Source: an optimization exercise on an open RTL-to-GDS flow (aim: small area). Production flows keep margins and buffers that such runs may drop. Function was checked by simulation only, so behaviour that the tests miss may differ from the original. No driver is modelled on the clock port, so clocking that relies on it looks cheaper here than on a real chip. Power and IR drop assume default switching activity.

Design adq_regs_top, start of the top module:
module adq_regs_top (
    input  wire                                clk_i,
    input  wire                                rst_i,
    input  wire [15-1:0]              paddr_i,
    input  wire                                psel_i,
    input  wire                                penable_i,
    input  wire                                pwrite_i,
    input  wire [16-1:0]              pwdata_i,
    output wire [16-1:0]              prdata_o,
    output wire                                pready_o,
    output wire                                pslverr_o,
    input  wire [8*16-1:0]   user_status_i,
    output wire [8*16-1:0]  user_ctrl_o,
    output wire [8-1:0]              user_strobe_o,
    output wire [36-1:0]                   sys_o,
    output wire [2*64-1:0]  cal_o,
    output wire [3-1:0]                idelay_o
);
Size in the first run: about 1500 cells after synthesis, ~490 I/O pins, roughly 16000 sq um of cells after synthesis.
export LEC_CHECK = 0
export CAP_MARGIN = 20
export CORE_MARGIN = 2
export CORE_UTILIZATION = 40
export CTS_BUF_LIST = sky130_fd_sc_hd__clkbuf_2 sky130_fd_sc_hd__clkbuf_4
export PLACE_DENSITY = 0.6
export SLEW_MARGIN = 20
export SYNTH_HIERARCHICAL = 1
export SYNTH_MINIMUM_KEEP_SIZE = 0
create_clock -name core_clock -period 5.0 [get_ports {clk_i}]
standard.sh (not shown) runs the stock make flow with config.mk's settings and CLKGATE_MAP_FILE= SYNTH_SCRIPT=/design/flow/synth_recipe.tcl, a recipe that flattens the netlist after the stock synthesis.
==> flow/flow/run.sh <==
#!/bin/bash
set -euo pipefail
bash standard.sh "BUFFER_PORTS_ARGS=-buffer_cell sky130_fd_sc_hd__buf_1" \
  "CTS_ARGS=-sink_clustering_enable -repair_clock_nets -buf_list {sky130_fd_sc_hd__clkbuf_8} -sink_clustering_size 14 -sink_clustering_max_diameter 45 -dont_use_dummy_load" \
  finish > flow_make.log 2>&1
The starting point finished with timing, DRC and antenna clean.
Rerun with:
--- a/flow/design.v
+++ b/flow/design.v
@@ -89,39 +89,34 @@
         for (int v = 0; v < 4; v++) begin
             hit_ver[v] = (paddr_i == 15'h0000 + v);
         end
         for (int s = 0; s < 8; s++) begin
             hit_status[s] = (paddr_i == 15'h0020 + s);
         end
     end
     assign read_only = |hit_ver || |hit_status;
     assign mapped    = |hit || read_only;
     assign pready_o  = done;
     assign pslverr_o = done && (!mapped || (pwrite_i && read_only));
-    logic [DW-1:0]    wdata1;    
     logic [NW-1:0]    we;
-    logic [NW-1:0]    set1;      
     logic [NW-1:0]    hold;
     logic [NW*DW-1:0] word_flat;
     logic [NW*DW-1:0] word_next;
     logic [DW-1:0]    word_q [NW];
-    assign wdata1 = pwdata_i | {DW{rst_i}};
     assign we     = {NW{wr}} & hit;
-    assign set1   = we | {NW{rst_i}};
     assign hold   = ~(we | {NW{rst_i}});
     adq_word_next u_word_next (
-        .set0_i  (we),
-        .set1_i  (set1),
+        .set_i   (we),
         .hold_i  (hold),
-        .data0_i (pwdata_i),
-        .data1_i (wdata1),
+        .rst_i   (rst_i),
+        .data_i  (pwdata_i),
         .q_i     (word_flat),
         .d_o     (word_next)
     );
     for (genvar w = 0; w < NW; w++) begin : g_word
         localparam int WW = wwidth(w);
         for (genvar b = 0; b < DW; b++) begin : g_bit
             if (b < WW) begin : g_used
                 logic q;
                 always_ff @(posedge clk_i) begin
                     q <= word_next[w*DW + b];
                 end
@@ -220,27 +215,26 @@
         end
         for (int w = 0; w < 23; w++) begin
             for (int b = 0; b < DW; b++) begin
                 if (b < wwidth(w)) begin
                     rd_o[b] = rd_o[b] | (sel_word_i[w] & word_i[w*DW + b]);
                 end
             end
         end
     end
 endmodule
 module adq_word_next (
-    input  wire [22:0]                 set0_i,
-    input  wire [22:0]                 set1_i,
+    input  wire [22:0]                 set_i,
     input  wire [22:0]                 hold_i,
-    input  wire [16-1:0]      data0_i,
-    input  wire [16-1:0]      data1_i,
+    input  wire                        rst_i,
+    input  wire [16-1:0]      data_i,
     input  wire [23*16-1:0]   q_i,
     output logic [23*16-1:0]  d_o
 );
     localparam int DW = 16;
     function automatic logic [DW-1:0] wreset(int w);
         case (w)
             15, 16:  wreset = 16'sd1024;
             17, 18:  wreset = 16'sd0;
             19, 20:  wreset = 16'sd8191;
             21, 22:  wreset = (-16'sd8192);
             default: wreset = '0;
@@ -255,20 +249,20 @@
             13:      wwidth = 2;
             14:      wwidth = 2;
             default: wwidth = DW;
         endcase
     endfunction
     always_comb begin
         d_o = '0;
         for (int w = 0; w < 23; w++) begin
             for (int b = 0; b < DW; b++) begin
                 if (b >= wwidth(w)) begin
                 end else if (wreset(w) & (1 << b)) begin
-                    d_o[w*DW + b] = (set1_i[w] & data1_i[b]) | (hold_i[w] & q_i[w*DW + b]);
+                    d_o[w*DW + b] = (set_i[w] & data_i[b]) | (hold_i[w] & q_i[w*DW + b]) | rst_i;
                 end else begin
-                    d_o[w*DW + b] = (set0_i[w] & data0_i[b]) | (hold_i[w] & q_i[w*DW + b]);
+                    d_o[w*DW + b] = (set_i[w] & data_i[b]) | (hold_i[w] & q_i[w*DW + b]);
                 end
             end
         end
     end
 endmodule
 `default_nettype wire
Effect: Non-clock buffer count is higher by 5; worst hold slack degrades by 0.033 ns; die area is lower by about 3.6%; first-iteration DRC count is higher by about 9%; final area is lower by about 0.46%; sequential share of layout area is higher by 0.19 points; clock power barely changes; sequential power stays flat; combinational power is lower by 8.4%; fmax is lower by about 2%; setup slack degrades by 0.074 ns.

## exp/zinc
The RTL this note starts from:
==> flow/design.v <==
`timescale 1ns/1ps
`default_nettype none
module adq_regs_top (
    input  wire                                clk_i,
    input  wire                                rst_i,
    input  wire [15-1:0]              paddr_i,
    input  wire                                psel_i,
    input  wire                                penable_i,
    input  wire                                pwrite_i,
    input  wire [16-1:0]              pwdata_i,
    output wire [16-1:0]              prdata_o,
    output wire                                pready_o,
    output wire                                pslverr_o,
    input  wire [8*16-1:0]   user_status_i,
    output wire [8*16-1:0]  user_ctrl_o,
    output wire [8-1:0]              user_strobe_o,
    output wire [36-1:0]                   sys_o,
    output wire [2*64-1:0]  cal_o,
    output wire [3-1:0]                idelay_o
);
    localparam int DW = 16;
    localparam int NW       = 23;
    localparam int W_CTRL   = 0;
    localparam int W_SKIP   = 8;
    localparam int W_IDELAY = 9;
    localparam int W_AFE    = 10;
    localparam int W_DECIM  = 11;
    localparam int W_LED    = 12;
    localparam int W_PD     = 13;
    localparam int W_DF     = 14;
    localparam int W_CAL    = 15;    
    function automatic logic [15-1:0] waddr(int w);
        case (w)
            W_SKIP:   waddr = 15'h2AA0;
            W_IDELAY: waddr = 15'h2AA1;
            W_AFE:    waddr = 15'h2AA2;
            W_DECIM:  waddr = 15'h2AA3;
            W_LED:    waddr = 15'h2AAA;
            W_PD:     waddr = 15'h2AAB;
            W_DF:     waddr = 15'h2AAC;
            15:       waddr = 15'h2AB0;
            16:       waddr = 15'h2AB0 + 1;
            17:       waddr = 15'h2AC0;
            18:       waddr = 15'h2AC0 + 1;
            19:       waddr = 15'h2AD0;
            20:       waddr = 15'h2AD0 + 1;
            21:       waddr = 15'h2AD2;
            22:       waddr = 15'h2AD2 + 1;
            default:  waddr = 15'h0030 + w[14:0];
        endcase
    endfunction
    function automatic int wwidth(int w);
        case (w)
            W_IDELAY: wwidth = 3;
            W_AFE:    wwidth = 4;
            W_DECIM:  wwidth = 9;
            W_LED:    wwidth = 3;
            W_PD:     wwidth = 2;
            W_DF:     wwidth = 2;
            default:  wwidth = DW;
        endcase
    endfunction
    function automatic logic [DW-1:0] wreset(int w);
        case (w)
            15, 16:  wreset = 16'sd1024;
            17, 18:  wreset = 16'sd0;
            19, 20:  wreset = 16'sd8191;
            21, 22:  wreset = (-16'sd8192);
            default: wreset = '0;
        endcase
    endfunction
    logic setup_q;
    logic done;
    logic wr;
    always_ff @(posedge clk_i) begin
        setup_q <= psel_i && !penable_i && !rst_i;
    end
    assign done = psel_i && penable_i && !setup_q && !rst_i;
    assign wr   = done && pwrite_i;
    logic [NW-1:0] hit;
    logic [3:0]    hit_ver;
    logic [7:0]    hit_status;
    logic          mapped;
    logic          read_only;
    logic [2:0] blk;
    logic [7:0] grp;
    logic [7:0] idx;
    assign blk[0] = paddr_i[14:6] == 9'h000;    
    assign blk[1] = paddr_i[14:6] == 9'h0AA;    
    assign blk[2] = paddr_i[14:6] == 9'h0AB;    
    always_comb begin
        for (int k = 0; k < 8; k++) begin
            grp[k] = paddr_i[5:3] == k;
            idx[k] = paddr_i[2:0] == k;
        end
    end
    function automatic int wblk(logic [15-1:0] a);
        wblk = (a[14:6] == 9'h000) ? 0 : (a[14:6] == 9'h0AA) ? 1 : 2;
    endfunction
    always_comb begin
        for (int w = 0; w < NW; w++) begin
            hit[w] = blk[wblk(waddr(w))] & grp[waddr(w) >> 3 & 7] & idx[waddr(w) & 7];
        end
        for (int v = 0; v < 4; v++) begin
            hit_ver[v] = blk[0] & grp[0] & idx[v];
        end
        for (int s = 0; s < 8; s++) begin
            hit_status[s] = blk[0] & grp[4] & idx[s];
        end
    end
    assign read_only = |hit_ver || |hit_status;
    assign mapped    = |hit || read_only;
    assign pready_o  = done;
    assign pslverr_o = done && (!mapped || (pwrite_i && read_only));
    logic [NW-1:0]    we;
    logic [NW-1:0]    hold;
    logic [NW*DW-1:0] word_flat;
    logic [NW*DW-1:0] word_next;
    logic [DW-1:0]    word_q [NW];
    assign we     = {NW{wr}} & hit;
    assign hold   = ~(we | {NW{rst_i}});
    adq_word_next u_word_next (
        .set_i   (we),
        .hold_i  (hold),
        .rst_i   (rst_i),
        .data_i  (pwdata_i),
        .q_i     (word_flat),
        .d_o     (word_next)
    );
    for (genvar w = 0; w < NW; w++) begin : g_word
        localparam int WW = wwidth(w);
        for (genvar b = 0; b < DW; b++) begin : g_bit
            if (b < WW) begin : g_used
                logic q;
                always_ff @(posedge clk_i) begin
                    q <= word_next[w*DW + b];
                end
                assign word_q[w][b] = q;
            end else begin : g_unused
                assign word_q[w][b] = 1'b0;
            end
        end
        assign word_flat[w*DW +: DW] = word_q[w];
    end
    for (genvar i = 0; i < 8; i++) begin : g_ctrl_out
        assign user_ctrl_o[i*DW +: DW] = word_q[W_CTRL + i];
    end
    assign sys_o = {word_q[W_SKIP],
                    word_q[W_AFE][4-1:0],
                    word_q[W_DECIM][9-1:0],
                    word_q[W_LED][3-1:0],
                    word_q[W_PD][2-1:0],
                    word_q[W_DF][2-1:0]};
    for (genvar ch = 0; ch < 2; ch++) begin : g_cal_out
        assign cal_o[ch*64 +: 64] = {word_q[W_CAL + ch],
                                                       word_q[W_CAL + 2 + ch],
                                                       word_q[W_CAL + 4 + ch],
                                                       word_q[W_CAL + 6 + ch]};
    end
    logic [8-1:0] strobe_q;
    always_ff @(posedge clk_i) begin
        strobe_q <= we[W_CTRL +: 8];
    end
    assign user_strobe_o = strobe_q;
    logic [DW-1:0] rd_mux;
    logic [DW-1:0] rdata_q;
    logic          cap;
    assign cap = !penable_i;
    adq_rd_mux u_rd_mux (
        .sel_ver_i    (hit_ver & {4{cap}}),
        .sel_status_i (hit_status & {8{cap}}),
        .sel_word_i   (hit & {NW{cap}}),
        .status_i     (user_status_i),
        .word_i       (word_flat),
        .hold_i       (penable_i),
        .q_i          (rdata_q),
        .rd_o         (rd_mux)
    );
    always_ff @(posedge clk_i) begin
        rdata_q <= rd_mux;
    end
    assign prdata_o = rdata_q;
    logic       rise;
    logic       rise1_q;
    logic       rise2_q;
    logic       load_q;
    logic [1:0] tap_q;
    logic       tap_load;
    assign rise = we[W_IDELAY] && pwdata_i[2] && !word_q[W_IDELAY][2];
    assign tap_load = rise2_q || rst_i;
    always_ff @(posedge clk_i) begin
        rise1_q <= rise;
        rise2_q <= rise1_q;
        load_q  <= rise2_q && !rst_i;
        if (tap_load) begin
            tap_q <= word_q[W_IDELAY][1:0] & {2{!rst_i}};
        end
    end
    assign idelay_o = {load_q, tap_q};
endmodule
module adq_rd_mux (
    input  wire [4-1:0]           sel_ver_i,
    input  wire [8-1:0]            sel_status_i,
    input  wire [22:0]                      sel_word_i,
    input  wire [8*16-1:0] status_i,
    input  wire [23*16-1:0]        word_i,
    input  wire                             hold_i,
    input  wire [16-1:0]           q_i,
    output logic [16-1:0]          rd_o
);
    localparam int DW = 16;
    function automatic int wwidth(int w);
        case (w)
            9:       wwidth = 3;
            10:      wwidth = 4;
            11:      wwidth = 9;
            12:      wwidth = 3;
            13:      wwidth = 2;
            14:      wwidth = 2;
            default: wwidth = DW;
        endcase
    endfunction
    always_comb begin
        rd_o = {DW{hold_i}} & q_i;
        if (sel_ver_i[0]) rd_o = rd_o | {8'h07, 8'h01};
        if (sel_ver_i[1]) rd_o = rd_o | {6'h11, 4'h2, 6'h03};
        if (sel_ver_i[3]) rd_o = rd_o | {8'hA5, 8'h00};
        for (int s = 0; s < 8; s++) begin
            rd_o = rd_o | ({DW{sel_status_i[s]}} & status_i[s*DW +: DW]);
        end
        for (int w = 0; w < 23; w++) begin
            for (int b = 0; b < DW; b++) begin
                if (b < wwidth(w)) begin
                    rd_o[b] = rd_o[b] | (sel_word_i[w] & word_i[w*DW + b]);
                end
            end
        end
    end
endmodule
module adq_word_next (
    input  wire [22:0]                 set_i,
    input  wire [22:0]                 hold_i,
    input  wire                        rst_i,
    input  wire [16-1:0]      data_i,
    input  wire [23*16-1:0]   q_i,
    output logic [23*16-1:0]  d_o
);
    localparam int DW = 16;
    function automatic logic [DW-1:0] wreset(int w);
        case (w)
            15, 16:  wreset = 16'sd1024;
            17, 18:  wreset = 16'sd0;
            19, 20:  wreset = 16'sd8191;
            21, 22:  wreset = (-16'sd8192);
            default: wreset = '0;
        endcase
    endfunction
    function automatic int wwidth(int w);
        case (w)
            9:       wwidth = 3;
            10:      wwidth = 4;
            11:      wwidth = 9;
            12:      wwidth = 3;
            13:      wwidth = 2;
            14:      wwidth = 2;
            default: wwidth = DW;
        endcase
    endfunction
    always_comb begin
        d_o = '0;
        for (int w = 0; w < 23; w++) begin
            for (int b = 0; b < DW; b++) begin
                if (b >= wwidth(w)) begin
                end else if (wreset(w) & (1 << b)) begin
                    d_o[w*DW + b] = (set_i[w] & data_i[b]) | (hold_i[w] & q_i[w*DW + b]) | rst_i;
                end else begin
                    d_o[w*DW + b] = (set_i[w] & data_i[b]) | (hold_i[w] & q_i[w*DW + b]);
                end
            end
        end
    end
endmodule
`default_nettype wire
==> flow/config.mk <==
export PLATFORM = sky130hd
export DESIGN_NAME = adq_regs_top
export DESIGN_NICKNAME = adq_regs_top
export VERILOG_FILES = /design/flow/design.v
export SDC_FILE = /design/flow/constraint.sdc
export NUM_CORES = 4
export LEC_CHECK = 0
export CAP_MARGIN = 20
export CORE_MARGIN = 2
export CORE_UTILIZATION = 65
export PLACE_DENSITY = 0.8
export SLEW_MARGIN = 20
export SYNTH_HIERARCHICAL = 1
export SYNTH_MINIMUM_KEEP_SIZE = 0
==> flow/constraint.sdc <==
create_clock -name core_clock -period 5.0 [get_ports {clk_i}]
set_input_delay 1.0000 -clock core_clock [delete_from_list [all_inputs] [get_ports {clk_i}]]
set_output_delay 1.0000 -clock core_clock [all_outputs]
set_load 0.01 [all_outputs]
==> flow/flow/run.sh <==
#!/bin/bash
set -euo pipefail
bash standard.sh "BUFFER_PORTS_ARGS=-buffer_cell sky130_fd_sc_hd__buf_1" \
  "CTS_ARGS=-sink_clustering_enable -repair_clock_nets -buf_list {sky130_fd_sc_hd__clkbuf_4} -sink_clustering_size 10 -sink_clustering_max_diameter 40 -dont_use_dummy_load" \
  "POST_CTS_TCL=$PWD/flow/post_cts.tcl" \
  finish > flow_make.log 2>&1
==> flow/flow/post_cts.tcl <==
estimate_parasitics -placement
set limit_ns 0.105
set drivers [dict create]
foreach pin [get_pins -hierarchical */CLK] {
  set worst 0.0
  foreach a {max} { foreach e {rise fall} {
    set s [get_property $pin slew_${a}_$e]
    if {[string is double -strict $s] && $s > $worst} { set worst $s }
  } }
  if {$worst > $limit_ns} {
    set net [get_nets -of_objects $pin]
    foreach dp [get_pins -of_objects $net -filter "direction==output"] {
      dict set drivers [get_full_name [get_cells -of_objects $dp]] 1
    }
  }
}
set next {sky130_fd_sc_hd__clkbuf_1 sky130_fd_sc_hd__clkbuf_2 sky130_fd_sc_hd__clkbuf_2 sky130_fd_sc_hd__clkbuf_4 sky130_fd_sc_hd__clkbuf_4 sky130_fd_sc_hd__clkbuf_8 sky130_fd_sc_hd__clkbuf_8 sky130_fd_sc_hd__clkbuf_16}
foreach name [dict keys $drivers] {
  set inst [get_cells $name]
  set master [get_property $inst ref_name]
  set i [lsearch -exact $next $master]
  if {$i >= 0 && $i + 1 < [llength $next] && $master ne "sky130_fd_sc_hd__clkbuf_16"} {
    set to [lindex $next [expr {$i + 1}]]
    if {$to eq $master} { set to [lindex $next [expr {$i + 2}]] }
    puts "post_cts: $name $master -> $to"
    replace_cell $inst $to
  }
}
detailed_placement
check_placement -verbose
estimate_parasitics -placement
> inputs changed (exp/zinc -> exp/indigo)
-- flow/design.v --
<<< exp/zinc, line 83
    logic          mapped;
    logic          read_only;
    logic [2:0] blk;
    logic [7:0] grp;
    logic [7:0] idx;
    assign blk[0] = paddr_i[14:6] == 9'h000;    
    assign blk[1] = paddr_i[14:6] == 9'h0AA;    
    assign blk[2] = paddr_i[14:6] == 9'h0AB;    
    always_comb begin
        for (int k = 0; k < 8; k++) begin
            grp[k] = paddr_i[5:3] == k;
            idx[k] = paddr_i[2:0] == k;
        end
    end
    function automatic int wblk(logic [15-1:0] a);
        wblk = (a[14:6] == 9'h000) ? 0 : (a[14:6] == 9'h0AA) ? 1 : 2;
    endfunction
    always_comb begin
        for (int w = 0; w < NW; w++) begin
            hit[w] = blk[wblk(waddr(w))] & grp[waddr(w) >> 3 & 7] & idx[waddr(w) & 7];
        end
        for (int v = 0; v < 4; v++) begin
            hit_ver[v] = blk[0] & grp[0] & idx[v];
        end
        for (int s = 0; s < 8; s++) begin
            hit_status[s] = blk[0] & grp[4] & idx[s];
        end
    end
>>> exp/indigo, line 83
    logic          mapped;
    logic          read_only;
    always_comb begin
        for (int w = 0; w < NW; w++) begin
            hit[w] = (paddr_i == waddr(w));
        end
        for (int v = 0; v < 4; v++) begin
            hit_ver[v] = (paddr_i == 15'h0000 + v);
        end
        for (int s = 0; s < 8; s++) begin
            hit_status[s] = (paddr_i == 15'h0020 + s);
        end
    end
[summary]
- Number of clock buffer instances in the layout came out exactly the same in exp/indigo and exp/zinc.
- Via count for exp/indigo: 331 up relative to exp/zinc
- The area overhead of the layout relative to synthesis of exp/indigo exceeds that of exp/zinc by 0.76 points.
- exp/indigo vs exp/zinc — via count of the first global-routing pass climbed by a few percent
- Relative to exp/zinc, detailed-route wire length on metal 1 has increased by about 1.6% in exp/indigo.
- Comparing exp/indigo and exp/zinc, count of filler cells inserted in the layout is lower on exp/indigo.
- Diff exp/zinc -> exp/indigo: cell area higher, fraction of the cycle the final worst path needs lower, power higher.

==> port drivers added, routing unchanged <==
How much do the figures lean on ideal ports? The routed layouts below were timed once more, with nothing changed but the port constraints. Step 1 (the two cells are an assumption about what drives the block):
set clk [get_ports {clk_i}]
set_driving_cell -lib_cell sky130_fd_sc_hd__clkbuf_16 $clk
set_driving_cell -lib_cell sky130_fd_sc_hd__buf_2 [delete_from_list [all_inputs] $clk]
Step 2 moves the port delays by t, midway between the first and last clock arrival at a register: inputs arrive t later, outputs are due t later. That takes back most of the time a late clock gives input paths. Slacks: no drivers / after step 1 / after step 2; pairs: no drivers / after step 1.
run	shift t [ns]	slack for setup (ns)	worst setup path after step 2
the first run of note 1	0.618	1.384 / 1.406 / 0.788	input to register
the second run of note 1	0.625	1.310 / 1.289 / 0.905	input to register
exp/zinc	0.712	1.170 / 1.144 / 0.852	input to register
exp/indigo	0.724	1.296 / 1.273 / 0.964	input to register
After both steps setup and hold are still met in every run listed. The setup slack of the first run of note 1, which loses most, moves by +0.022 ns with the drivers and by -0.596 ns with both steps.
